Background: an optimization exercise with open tools, aiming at small area, a short achievable clock period and few clock cycles per item. Do not read the settings as production practice. The RTL was checked by simulation tests, not by an equivalence proof against the original design.

`design/flow/config.mk`:
```
export PLATFORM = sky130hd
export DESIGN_NAME = sm4Core
export DESIGN_NICKNAME = sm4Core
export VERILOG_FILES = /design/flow/design.v
export SDC_FILE = /design/flow/constraint.sdc
export NUM_CORES = 8
export LEC_CHECK = 0
export CAP_MARGIN = 20
export CORE_MARGIN = 2
export CORE_UTILIZATION = 60
export SETUP_SLACK_MARGIN = 5
export SLEW_MARGIN = 20
export TNS_END_PERCENT = 0
```
`design/flow/constraint.sdc`:
```
create_clock -name core_clock -period 11.0 [get_ports {clk}]
set_input_delay 2.2000 -clock core_clock [delete_from_list [all_inputs] [get_ports {clk}]]
set_output_delay 2.2000 -clock core_clock [all_outputs]
set_load 0.01 [all_outputs]
```
`design/flow/design.v`:
```
`default_nettype none
package sm4TablesPkg;
  function automatic logic [8:0] invForms(input logic [3:0] d);
    case (d)
      4'd0: invForms = 9'd0;
      4'd1: invForms = 9'd432;
      4'd2: invForms = 9'd216;
      4'd3: invForms = 9'd360;
      4'd4: invForms = 9'd45;
      4'd5: invForms = 9'd325;
      4'd6: invForms = 9'd427;
      4'd7: invForms = 9'd371;
      4'd8: invForms = 9'd54;
      4'd9: invForms = 9'd413;
      4'd10: invForms = 9'd390;
      4'd11: invForms = 9'd245;
      4'd12: invForms = 9'd27;
      4'd13: invForms = 9'd350;
      4'd14: invForms = 9'd238;
      4'd15: invForms = 9'd195;
      default: invForms = 9'd0;
    endcase
  endfunction
  function automatic logic [7:0] sbox(input logic [7:0] a);
    logic t1, t2, t3, t4, t5, t6, t7, t8, t9, t10, t11, t12;
    logic t13, t14, t15, t16, t17, t18, t19, t20, t21, t22, t23, t24;
    logic t25, t26, t27, t28, t29, t30, t31, t32, t33, t34, t35, t36;
    logic t37, t38, t39, t40, t41, t42, p0, p1, p2, p3, p4, p5;
    logic p6, p7, p8, u1, u2, u3, u4, u5, u6, u7, u8, u9;
    logic u10, u11, u12, u13, u14, u15, u16, dd0, dd1, dd3, qh0, qs0;
    logic qh1, qs1, qh2, qs2, qh3, qs3, qh4, qs4, qh5, qs5, qh6, qs6;
    logic qh7, qs7, qh8, qs8, w1, w2, w3, w4, w5, w6, w7, w8;
    logic w9, w10, w11, w12, w13, w14, w15, w16, w17, w18, w19, w20;
    logic w21, w22, w23, w24, w25, w26, w27, w28, w29, w30, w31, w32;
    logic w33, w34;
    logic [3:0] d;
    logic [8:0] fd;
    t1 = a[2] ^ a[4];
    t2 = a[0] ^ a[1];
    t3 = a[3] ^ a[5];
    t4 = a[6] ^ a[7];
    t5 = t1 ^ t2;
    t6 = a[3] ^ a[7];
    t7 = t1 ^ t4;
    t8 = a[2] ^ a[6];
    t9 = a[4] ^ t2;
    t10 = a[2] ^ a[7];
    t11 = a[1] ^ a[5];
    t12 = a[7] ^ t1;
    t13 = t3 ^ t4;
    t14 = t1 ^ t3;
    t15 = t2 ^ t3;
    t16 = a[0] ^ a[7];
    t17 = a[0] ^ a[3];
    t18 = a[1] ^ a[4];
    t19 = a[3] ^ a[4];
    t20 = a[6] ^ t3;
    t21 = a[1] ^ t6;
    t22 = a[7] ^ t3;
    t23 = a[1] ^ t8;
    t24 = a[5] ^ t10;
    t25 = t2 ^ t6;
    t26 = t1 ^ t16;
    t27 = t18 ^ t6;
    t28 = a[6] ^ t5;
    t29 = a[2] ^ t13;
    t30 = a[3] ^ t5;
    t31 = a[0] ^ t14;
    t32 = a[5] ^ t7;
    t33 = a[1] ^ t7;
    t34 = t3 ^ t5;
    t35 = t4 ^ t9;
    t36 = t11 ^ t12;
    t37 = t15 ^ t8;
    t38 = t6 ^ t9;
    t39 = t11 ^ t7;
    t40 = t17 ^ t7;
    t41 = t20 ^ t5;
    t42 = t13 ^ t9;
    p0 = ~t41 & ~t25;
    p1 = t42 & t12;
    p2 = ~t10 & ~t30;
    p3 = ~a[6] & ~t36;
    p4 = ~t5 & ~t14;
    p5 = t28 & t21;
    p6 = t34 & t31;
    p7 = ~t29 & ~t22;
    p8 = ~t35 & ~t26;
    u1 = p4 ^ t19;
    u2 = p4 ^ t27;
    u3 = p4 ^ t24;
    u4 = p4 ^ t33;
    u5 = p0 ^ p2;
    u6 = p3 ^ u2;
    u7 = p0 ^ p1;
    u8 = p5 ^ u4;
    u9 = p3 ^ p6;
    u10 = p7 ^ u3;
    u11 = p5 ^ p7;
    u12 = p8 ^ u1;
    u13 = u5 ^ u6;
    u14 = u7 ^ u8;
    u15 = u10 ^ u9;
    u16 = u11 ^ u12;
    dd0 = ~u13;
    dd1 = ~u14;
    dd3 = ~u16;
    d = {dd3, u15, dd1, dd0};
    fd = invForms(d);
    qh0 = ~t41 & fd[0];
    qs0 = t32 & fd[0];
    qh1 = t42 & fd[1];
    qs1 = t37 & fd[1];
    qh2 = ~t10 & fd[2];
    qs2 = t38 & fd[2];
    qh3 = ~a[6] & fd[3];
    qs3 = t39 & fd[3];
    qh4 = ~t5 & fd[4];
    qs4 = t15 & fd[4];
    qh5 = t28 & fd[5];
    qs5 = t40 & fd[5];
    qh6 = t34 & fd[6];
    qs6 = a[1] & fd[6];
    qh7 = ~t29 & fd[7];
    qs7 = t8 & fd[7];
    qh8 = ~t35 & fd[8];
    qs8 = t23 & fd[8];
    w1 = qh3 ^ qh4;
    w2 = qs1 ^ qs8;
    w3 = qh2 ^ qh7;
    w4 = qh1 ^ qh8;
    w5 = qs2 ^ qs3;
    w6 = qh0 ^ qs0;
    w7 = w1 ^ w2;
    w8 = qh6 ^ qs6;
    w9 = qs1 ^ qs5;
    w10 = qs0 ^ qs7;
    w11 = qs4 ^ w3;
    w12 = w3 ^ w4;
    w13 = w5 ^ w9;
    w14 = w11 ^ w6;
    w15 = qh0 ^ qs2;
    w16 = qh2 ^ qs7;
    w17 = qh3 ^ qh5;
    w18 = qs2 ^ qs6;
    w19 = qs3 ^ w2;
    w20 = qh8 ^ w17;
    w21 = w15 ^ w4;
    w22 = w16 ^ w6;
    w23 = w10 ^ w18;
    w24 = w21 ^ w8;
    w25 = w1 ^ w12;
    w26 = w19 ^ w8;
    w27 = w10 ^ w12;
    w28 = w20 ^ w5;
    w29 = w22 ^ w7;
    w30 = w24 ^ w7;
    w31 = w13 ^ w25;
    w32 = w27 ^ w7;
    w33 = w14 ^ w26;
    w34 = w14 ^ w28;
    sbox[0] = ~w30;
    sbox[1] = ~w31;
    sbox[2] = w33;
    sbox[3] = w13;
    sbox[4] = ~w32;
    sbox[5] = w29;
    sbox[6] = ~w34;
    sbox[7] = ~w23;
  endfunction
  function automatic logic [31:0] ck(input logic [4:0] i);
    case (i)
      5'd0: ck = 32'h00070e15;
      5'd1: ck = 32'h1c232a31;
      5'd2: ck = 32'h383f464d;
      5'd3: ck = 32'h545b6269;
      5'd4: ck = 32'h70777e85;
      5'd5: ck = 32'h8c939aa1;
      5'd6: ck = 32'ha8afb6bd;
      5'd7: ck = 32'hc4cbd2d9;
      5'd8: ck = 32'he0e7eef5;
      5'd9: ck = 32'hfc030a11;
      5'd10: ck = 32'h181f262d;
      5'd11: ck = 32'h343b4249;
      5'd12: ck = 32'h50575e65;
      5'd13: ck = 32'h6c737a81;
      5'd14: ck = 32'h888f969d;
      5'd15: ck = 32'ha4abb2b9;
      5'd16: ck = 32'hc0c7ced5;
      5'd17: ck = 32'hdce3eaf1;
      5'd18: ck = 32'hf8ff060d;
      5'd19: ck = 32'h141b2229;
      5'd20: ck = 32'h30373e45;
      5'd21: ck = 32'h4c535a61;
      5'd22: ck = 32'h686f767d;
      5'd23: ck = 32'h848b9299;
      5'd24: ck = 32'ha0a7aeb5;
      5'd25: ck = 32'hbcc3cad1;
      5'd26: ck = 32'hd8dfe6ed;
      5'd27: ck = 32'hf4fb0209;
      5'd28: ck = 32'h10171e25;
      5'd29: ck = 32'h2c333a41;
      5'd30: ck = 32'h484f565d;
      5'd31: ck = 32'h646b7279;
      default: ck = 32'h0;
    endcase
  endfunction
  localparam logic [127:0] FK = {
    32'ha3b1bac6,
    32'h56aa3350,
    32'h677d9197,
    32'hb27022dc
  };
  function automatic logic [31:0] rotl(input logic [31:0] w, input int unsigned n);
    rotl = (w << n) | (w >> (32 - n));
  endfunction
  function automatic logic [31:0] tauSub(input logic [31:0] a);
    tauSub = {sbox(a[31:24]), sbox(a[23:16]), sbox(a[15:8]), sbox(a[7:0])};
  endfunction
  function automatic logic [31:0] dataT(input logic [31:0] x);
    logic [31:0] b;
    b = tauSub(x);
    dataT = b ^ rotl(b, 2) ^ rotl(b, 10) ^ rotl(b, 18) ^ rotl(b, 24);
  endfunction
  function automatic logic [31:0] keyT(input logic [31:0] x);
    logic [31:0] b;
    b = tauSub(x);
    keyT = b ^ rotl(b, 13) ^ rotl(b, 23);
  endfunction
endpackage
`default_nettype wire
`default_nettype none
package sm4CorePkg;
  localparam int WORD_W  = 32;
  localparam int BLOCK_W = 128;
  localparam int ROUNDS  = 32;
  localparam int ROUND_W = 5;
endpackage
`default_nettype wire
`default_nettype none
import sm4CorePkg::*;
module sm4Core (
  input  wire logic                             clk,
  input  wire logic                             rst_n,
  input  wire logic                             start,
  input  wire logic                             decrypt,
  input  wire logic [sm4CorePkg::BLOCK_W-1:0]   key,
  input  wire logic [sm4CorePkg::BLOCK_W-1:0]   textIn,
  output logic [sm4CorePkg::BLOCK_W-1:0]        textOut,
  output logic                                  done
);
  localparam logic [ROUND_W-1:0] CNT_LAST = ROUND_W'(ROUNDS - 1);
  logic               busy;
  logic               spec;
  logic               hitR;
  logic               rounds;
  logic               decMode;
  logic               valid;
  logic [ROUND_W-1:0] cnt;
  logic [ROUND_W-1:0] cntNext;
  logic               accept;
  logic               missNow;
  logic               lastRound;
  logic               toRounds;
  logic               keyBack;
  logic               dataRound;
  logic               saveEnd;
  logic               keyBackNext;
  logic [BLOCK_W-1:0] keyIn;
  logic [BLOCK_W-1:0] kw;
  logic [BLOCK_W-1:0] ko;
  assign keyIn     = key ^ sm4TablesPkg::FK;
  assign accept    = start && !busy;
  assign missNow   = spec && !hitR;
  assign lastRound = busy && rounds && !spec && (cnt == '0);
  assign toRounds  = busy && !rounds && (!decMode || cnt == CNT_LAST);
  always_comb
  begin
    if (accept)
      cntNext = decrypt ? CNT_LAST : ROUND_W'(1);
    else if (!busy || lastRound || missNow)
      cntNext = '0;
    else if (rounds ? decMode : (decMode && cnt == CNT_LAST))
      cntNext = rounds ? cnt - 1'b1 : cnt;
    else
      cntNext = cnt + 1'b1;
  end
  assign keyBackNext = accept ? decrypt
                              : (busy && !lastRound && !missNow && decMode && (rounds || toRounds));
  always_ff @(posedge clk or negedge rst_n)
  begin
    if (!rst_n)
    begin
      busy      <= 1'b0;
      spec      <= 1'b0;
      hitR      <= 1'b0;
      rounds    <= 1'b0;
      decMode   <= 1'b0;
      valid     <= 1'b0;
      cnt       <= '0;
      done      <= 1'b0;
      keyBack   <= 1'b0;
      dataRound <= 1'b0;
    end
    else
    begin
      done <= lastRound;
      cnt  <= cntNext;
      spec <= accept;
      hitR <= valid && (keyIn == kw);
      keyBack   <= keyBackNext;
      dataRound <= accept || (busy && !lastRound && !missNow && (rounds || toRounds));
      if (accept)
      begin
        busy    <= 1'b1;
        rounds  <= 1'b1;
        decMode <= decrypt;
      end
      else
      begin
        if (lastRound)
        begin
          busy  <= 1'b0;
          valid <= 1'b1;
        end
        if (missNow)
          rounds <= 1'b0;
        else if (toRounds)
          rounds <= 1'b1;
      end
    end
  end
  logic [WORD_W-1:0] k0, k1, k2, k3;
  logic [WORD_W-1:0] tk;
  logic [WORD_W-1:0] e0, e1, e2, e3;
  logic              stepFwd;
  logic              stepBack;
  logic              encEnd;
  logic [WORD_W-1:0] z;
  assign {k0, k1, k2, k3} = kw;
  assign tk = sm4TablesPkg::keyT(z);
  assign encEnd   = lastRound && !decMode;
  assign stepFwd  = (accept && !decrypt) || (busy && !keyBack && !encEnd && !missNow);
  assign stepBack = busy && keyBack && !missNow;
  always_comb
  begin
    if ((accept && decrypt) || missNow || encEnd)
      {e0, e1, e2, e3} = ko;
    else if (stepFwd)
      {e0, e1, e2, e3} = {k1, k2, k3, k0};
    else if (stepBack)
      {e0, e1, e2, e3} = {k3, k0, k1, k2};
    else
      {e0, e1, e2, e3} = kw;
  end
  always_ff @(posedge clk)
    kw <= {(tk & {WORD_W{stepBack}}) ^ e0, e1, e2, (tk & {WORD_W{stepFwd}}) ^ e3};
  always_ff @(posedge clk)
    z <= (tk & {WORD_W{keyBackNext ? stepBack : stepFwd}}) ^
         (e1 ^ e2 ^ (keyBackNext ? e0 : e3) ^ sm4TablesPkg::ck(cntNext));
  assign saveEnd = busy && !missNow && (decMode ? (rounds && cnt == CNT_LAST)
                                                : (!rounds || cnt == '0));
  always_ff @(posedge clk)
  begin
    if (accept)
      ko <= keyIn;
    else if (saveEnd)
      ko <= kw;
  end
  logic [WORD_W-1:0] x0, x1, x2, x3;
  logic [WORD_W-1:0] ex0, ex1, ex2, ex3;
  logic [WORD_W-1:0] y;
  logic [WORD_W-1:0] ty;
  logic              dataStep;
  assign dataStep = dataRound && !missNow;
  assign ty = sm4TablesPkg::dataT(y);
  always_comb
  begin
    if (accept)
      {ex0, ex1, ex2, ex3} = textIn;
    else if (dataStep)
      {ex0, ex1, ex2, ex3} = {x1, x2, x3, x0};
    else
      {ex0, ex1, ex2, ex3} = {x0, x1, x2, x3};
  end
  always_ff @(posedge clk)
  begin
    {x0, x1, x2} <= {ex0, ex1, ex2};
    x3 <= (ty & {WORD_W{dataStep}}) ^ ex3;
    y  <= (ty & {WORD_W{dataStep}}) ^ (tk & {WORD_W{stepFwd}}) ^ (ex1 ^ ex2 ^ ex3 ^ e3);
  end
  assign textOut = {x3, x2, x1, x0};
endmodule
`default_nettype wire
```
`design/flow/flow/run.sh`:
```
#!/bin/bash
# Own layout flow: the standard flow (standard.sh), with
#  - synthesis as standard.sh does it, except for the ABC mapping script
#    (flow/abc.script) used for the logic between the registers;
#  - the ORFS knobs in flow/knobs.txt added to the layout's make call.
# Registers, their names and cells are the standard synthesis's: the
# flip-flops are mapped before ABC runs and ABC does not touch them.
# Each tool's full output goes to a log file of its own in this folder.
set -euo pipefail
here=$(pwd)
fdir=$here/flow

# synthesis script: synth_recipe.tcl with ORFS's synth.tcl swapped for a copy
# whose abc call uses flow/abc.script.
sed "s#^  log_cmd abc {\*}\$abc_args#  set abc_args [lreplace \$abc_args 1 1 $fdir/abc.script]\n  log_cmd abc {*}\$abc_args#" \
  "$FLOW_HOME/scripts/synth.tcl" > "$here/own_synth.tcl"
grep -q "abc.script" "$here/own_synth.tcl"
sed "s#\$::env(SCRIPTS_DIR)/synth.tcl#$here/own_synth.tcl#" "$here/synth_recipe.tcl" > "$here/own_synth_recipe.tcl"
grep -q "own_synth.tcl" "$here/own_synth_recipe.tcl"

knobs=()
if [[ -f $fdir/knobs.txt ]]; then
  while IFS= read -r line; do
    [[ -n "$line" && "$line" != \#* ]] && knobs+=("$line")
  done < "$fdir/knobs.txt"
fi

bash standard.sh "SYNTH_SCRIPT=$here/own_synth_recipe.tcl" synth > "$here/synth.log" 2>&1
bash standard.sh "SYNTH_SCRIPT=$here/own_synth_recipe.tcl" "${knobs[@]}" finish > "$here/layout.log" 2>&1
test -f "$here/out/final.def"
```
`design/flow/flow/abc.script`:
```
strash
dch
map -B 0.9
topo
stime -c
buffer -c
upsize -c
dnsize -c
```
`design/flow/flow/knobs.txt`:
```
BUFFER_PORTS_ARGS=-buffer_cell sky130_fd_sc_hd__buf_1
SETUP_SLACK_MARGIN=5.5
```
`design/flow/standard.sh`:
```
#!/bin/bash
# synth_recipe.tcl (not shown) runs the flow's synth.tcl, then flattens the netlist and writes it again
# the make line also repeats each setting of config.mk as NAME=value (left out here)
make -C /OpenROAD-flow-scripts/flow DESIGN_CONFIG=/design/flow/config.mk WORK_HOME=/design/flow/orfs CLKGATE_MAP_FILE= SYNTH_SCRIPT=/design/flow/synth_recipe.tcl "${@:-finish}"
```
==> results.txt <==
## registers in the layout, summed over array words and instances (netlist names), 5 cells and up
name  cells
ko      128
kw      128
x0       32
x1       32
x2       32
x3       32
y        32
z        32
cnt       5
## metal layers
layer  vias up  global-route usage (%)
met1     22684                   56.98
met4         0                   24.48
met5         -                       0
met3       492                   9.037
li1      23933                       -
met2      2740                   63.51
## worst reg2reg max path: cells and delay by family (launching register included)
| kind | cells | cell delay (ns) |
|---|---|---|
| and+or+nand+nor | 26 | 2.72 |
| adders and majority gates | 1 | 0.34 |
| xor gates and xnor gates | 3 | 0.90 |
| DFF | 1 | 0.89 |
| buffers and inverters | 2 | 0.26 |
## logic make-up (layout without fill, tap and decap cells)
group / count (synthesis) / in the layout
other: 0 / 3
AOI/OAI and AO/OA: 860 / 860
buffers and inverters: 904 / 1146
adders and majority gates: 51 / 51
and+or+nand+nor: 4418 / 4418
DFF: 462 / 462
xor gates and xnor gates: 642 / 642
## repair_timing
action / in CTS / in global routing
setup endpoints to repair: 39 / 68
buffers inserted: 1 / 0
hold buffers: 0 / 0
gates resized for setup: 3 / 36
pin swaps: 1 / 0
## Yosys cell counts, drive strengths merged, types with 2 or more instances
cell type,instances,area share [%]
o21ai,435,4.9
nand3b,47,0.80
o221ai,3,0.059
o21a,4,0.067
clkbuf,160,1.3
nand4,45,0.63
inv,644,5.4
a2111oi,2,0.039
edfxtp,160,11
nor2,414,3.8
dfxtp,288,13
nand2,3218,28
nand3,658,7.8
or2,13,0.18
ha,51,1.4
dfrtp,14,0.78
o31ai,12,0.20
nor3,13,0.14
xor2,372,7.6
buf,96,1.5
o2111ai,4,0.078
nor4,5,0.070
o22ai,64,0.89
a31oi,67,0.93
a22oi,7,0.12
nor4b,2,0.039
xnor2,270,5.6
clkinv,4,0.047
a211oi,3,0.050
a21oi,126,1.4
o211ai,97,1.6
a221oi,29,0.57
## cell type report
cell class | instances | area [µm²] | area share (%)
clock inverter | 21 | 195.2 | 0.4051
inverter | 648 | 2489 | 5.165
timing repair buffer | 408 | 1672 | 3.469
clock buffer | 69 | 1310 | 2.719
antenna | 3 | 7.507 | 0.01558
tap | 969 | 1212 | 2.516
sequential | 462 | 10950 | 22.73
multi-input combinational | 5971 | 30350 | 62.98
## worst paths after layout
check / slack, ns / depth (start not counted) / startpoint / to
max in group asynchronous: 8.70 / 1 / rst_n / decMode
worst min register to register: 0.50 / 1 / ko[61] / kw[61]
worst min-delay path: 0.50 / 1 / ko[61] / kw[61]
worst max register to register: 5.79 / 32 / z[17] / y[31]
min in group asynchronous: 1.69 / 1 / rst_n / cnt[0]
worst max-delay path: 5.55 / 14 / start / y[18]
==> results.json <==
{
  "setup-tns-final_ns": 0,
  "fillers": 7215,
  "drc": 0,
  "min_period_ns": 5.447,
  "dr_total_vias": 49849,
  "relSlewSlack_pct": 23.05,
  "fp-row-count": 100,
  "worstPathMaxFanout": 162,
  "placedCellCount": 8456,
  "rsz0062_at_grt": "true",
  "cts_htree_levels": 2,
  "final_common_cell": "nand2_1",
  "grt_pass1_vias": 44350,
  "synth.avg_cell_area_um2": 6.116,
  "clk_pin_slew_ns": 0.06,
  "layout_common_cells": "nand2_1 (3,002), nand3_1 (619), inv_1 (561)",
  "cts_tree": "built",
  "grt_pass1_wl_mm": 255.9,
  "crit_required_ns": 11.54,
  "clk_latency_ns": 0.64,
  "crit_type": "in2reg",
  "finalHoldViolCount": 0,
  "cp_slowest_cell": "o22ai_1",
  "layout-drive-gt1-share_pct": 7.257,
  "clk_path_buf_depth": 3,
  "arrival_ns": 5.99,
  "drt_iter0_drc": 6122,
  "synth_top_family_by_area": "simple AND/OR/NAND/NOR gates",
  "whs_ns": 0.5000,
  "drt_wl_total_mm": 170.6,
  "wl_per_cell_um": 19.95,
  "grt_usage_pct": 42.61,
  "antenna_found_initial": 4,
  "root_buffer": "clkbuf_16",
  "gp_congestion": 1.056,
  "synthSimpleGateAreaFrac_pct": 41.74,
  "grt.overflow.total": 0,
  "first_pass_iters": 7,
  "synthMuxAreaShare_pct": 0,
  "syn_inst": 7337,
  "ant_nets": 0,
  "maxCapViolCount": 0,
  "m1WireLength_mm": 67.42,
  "synth-compound-area-share_pct": 11.07,
  "dr.max_layer_used": "met4",
  "ys_seq_area_share_pct": 24.34,
  "start_kind": "input pin",
  "place_area_um2": 46540,
  "postLayoutCoreUtil_pct": 64.94,
  "fmax_mhz": 183.6,
  "stdcell_count": 8551,
  "cpPeakStageDelay_ns": 0.91,
  "yosys_warnings": 1,
  "start_util_pct": 60.48,
  "met3WireLength_mm": 21.08,
  "grt_max_degree": 163,
  "synth_edf_count": 160,
  "syn_area_um2": 44880,
  "setup_slack_ns": 5.553,
  "path_buf_inv": 4,
  "final_area_um2": 48180,
  "port_buffers": 388,
  "synth-xor-area-share_pct": 13.17,
  "viasPerCell": 5.830,
  "synth_async_sr_flop_share_pct": 3.030,
  "hp-class": "reg2reg",
  "cp-end-kind": "flip-flop",
  "clock-sinks": 462,
  "clock_skew_ns": 0.04929,
  "fp.dieH_um": 277.5,
  "area_growth_pct": 7.372,
  "die_w_um": 277.5,
  "worstPathCellList": "buf_1, inv_1, nor2_4, inv_16, nor2_1, nor3_2, buf_12, o21ai_0, o22ai_1, xor2_1, nand3b_1, nand2_1, nand3_1, nand2_1",
  "die_area_um2": 77000,
  "ioPinCount": 389,
  "setup_viol": 0,
  "status": "timing/DRC/antenna clean",
  "tightest_slew_ns": 1.154,
  "min_period_over_period_pct": 49.52,
  "cts_made_buffers": 48,
  "hpwl_mm": 134.0,
  "core_area_um2": 74200,
  "dp_slack_ns": 4.399,
  "synthAdderAreaFrac_pct": 1.422,
  "yosysUniqueCellTypes": 65,
  "crit_top_cell": "nand2_1",
  "synth_nets": 7648,
  "fin_nets": 7850,
  "wl_met2_mm": 70.30,
  "ys.flop_type": "dfxtp_1",
  "crit_family": "compound AO/OA/AOI/OAI gates",
  "synth-seq-cells": 462,
  "slew_viol_final": 0
}
Testbench counts, summed over its fixed seeds: cycles 56,002, blocks 1,600.

port drivers added, routing unchanged:
Ports are ideal in the flow. The routed layout listed here was re-timed in OpenROAD. Step 1 (the two cells are an assumption about what drives the block):
set clk [get_ports {clk}]
set_driving_cell -lib_cell sky130_fd_sc_hd__clkbuf_16 $clk
set_driving_cell -lib_cell sky130_fd_sc_hd__buf_2 [delete_from_list [all_inputs] $clk]
Step 2 adds t to the input delays and takes it off the output delays; t is the mean of the earliest and latest rising clock arrival at the registers after step 1. Input paths then give back, and output paths get back, about the clock's delay inside the block. a / b / c = ideal ports / drivers / drivers and shift; a / b = the first two.
t (ns): 0.670
setup WS [ns]: 5.553 / 5.584 / 4.914
worst setup path at the end: input to register
clock arrival spread, ns: 0.049 / 0.050
cell pins on the clock port's net: 1
After both steps setup and hold are still met in this run. For this run, drivers alone change the setup slack by +0.031 ns; drivers and shift together by -0.639 ns.
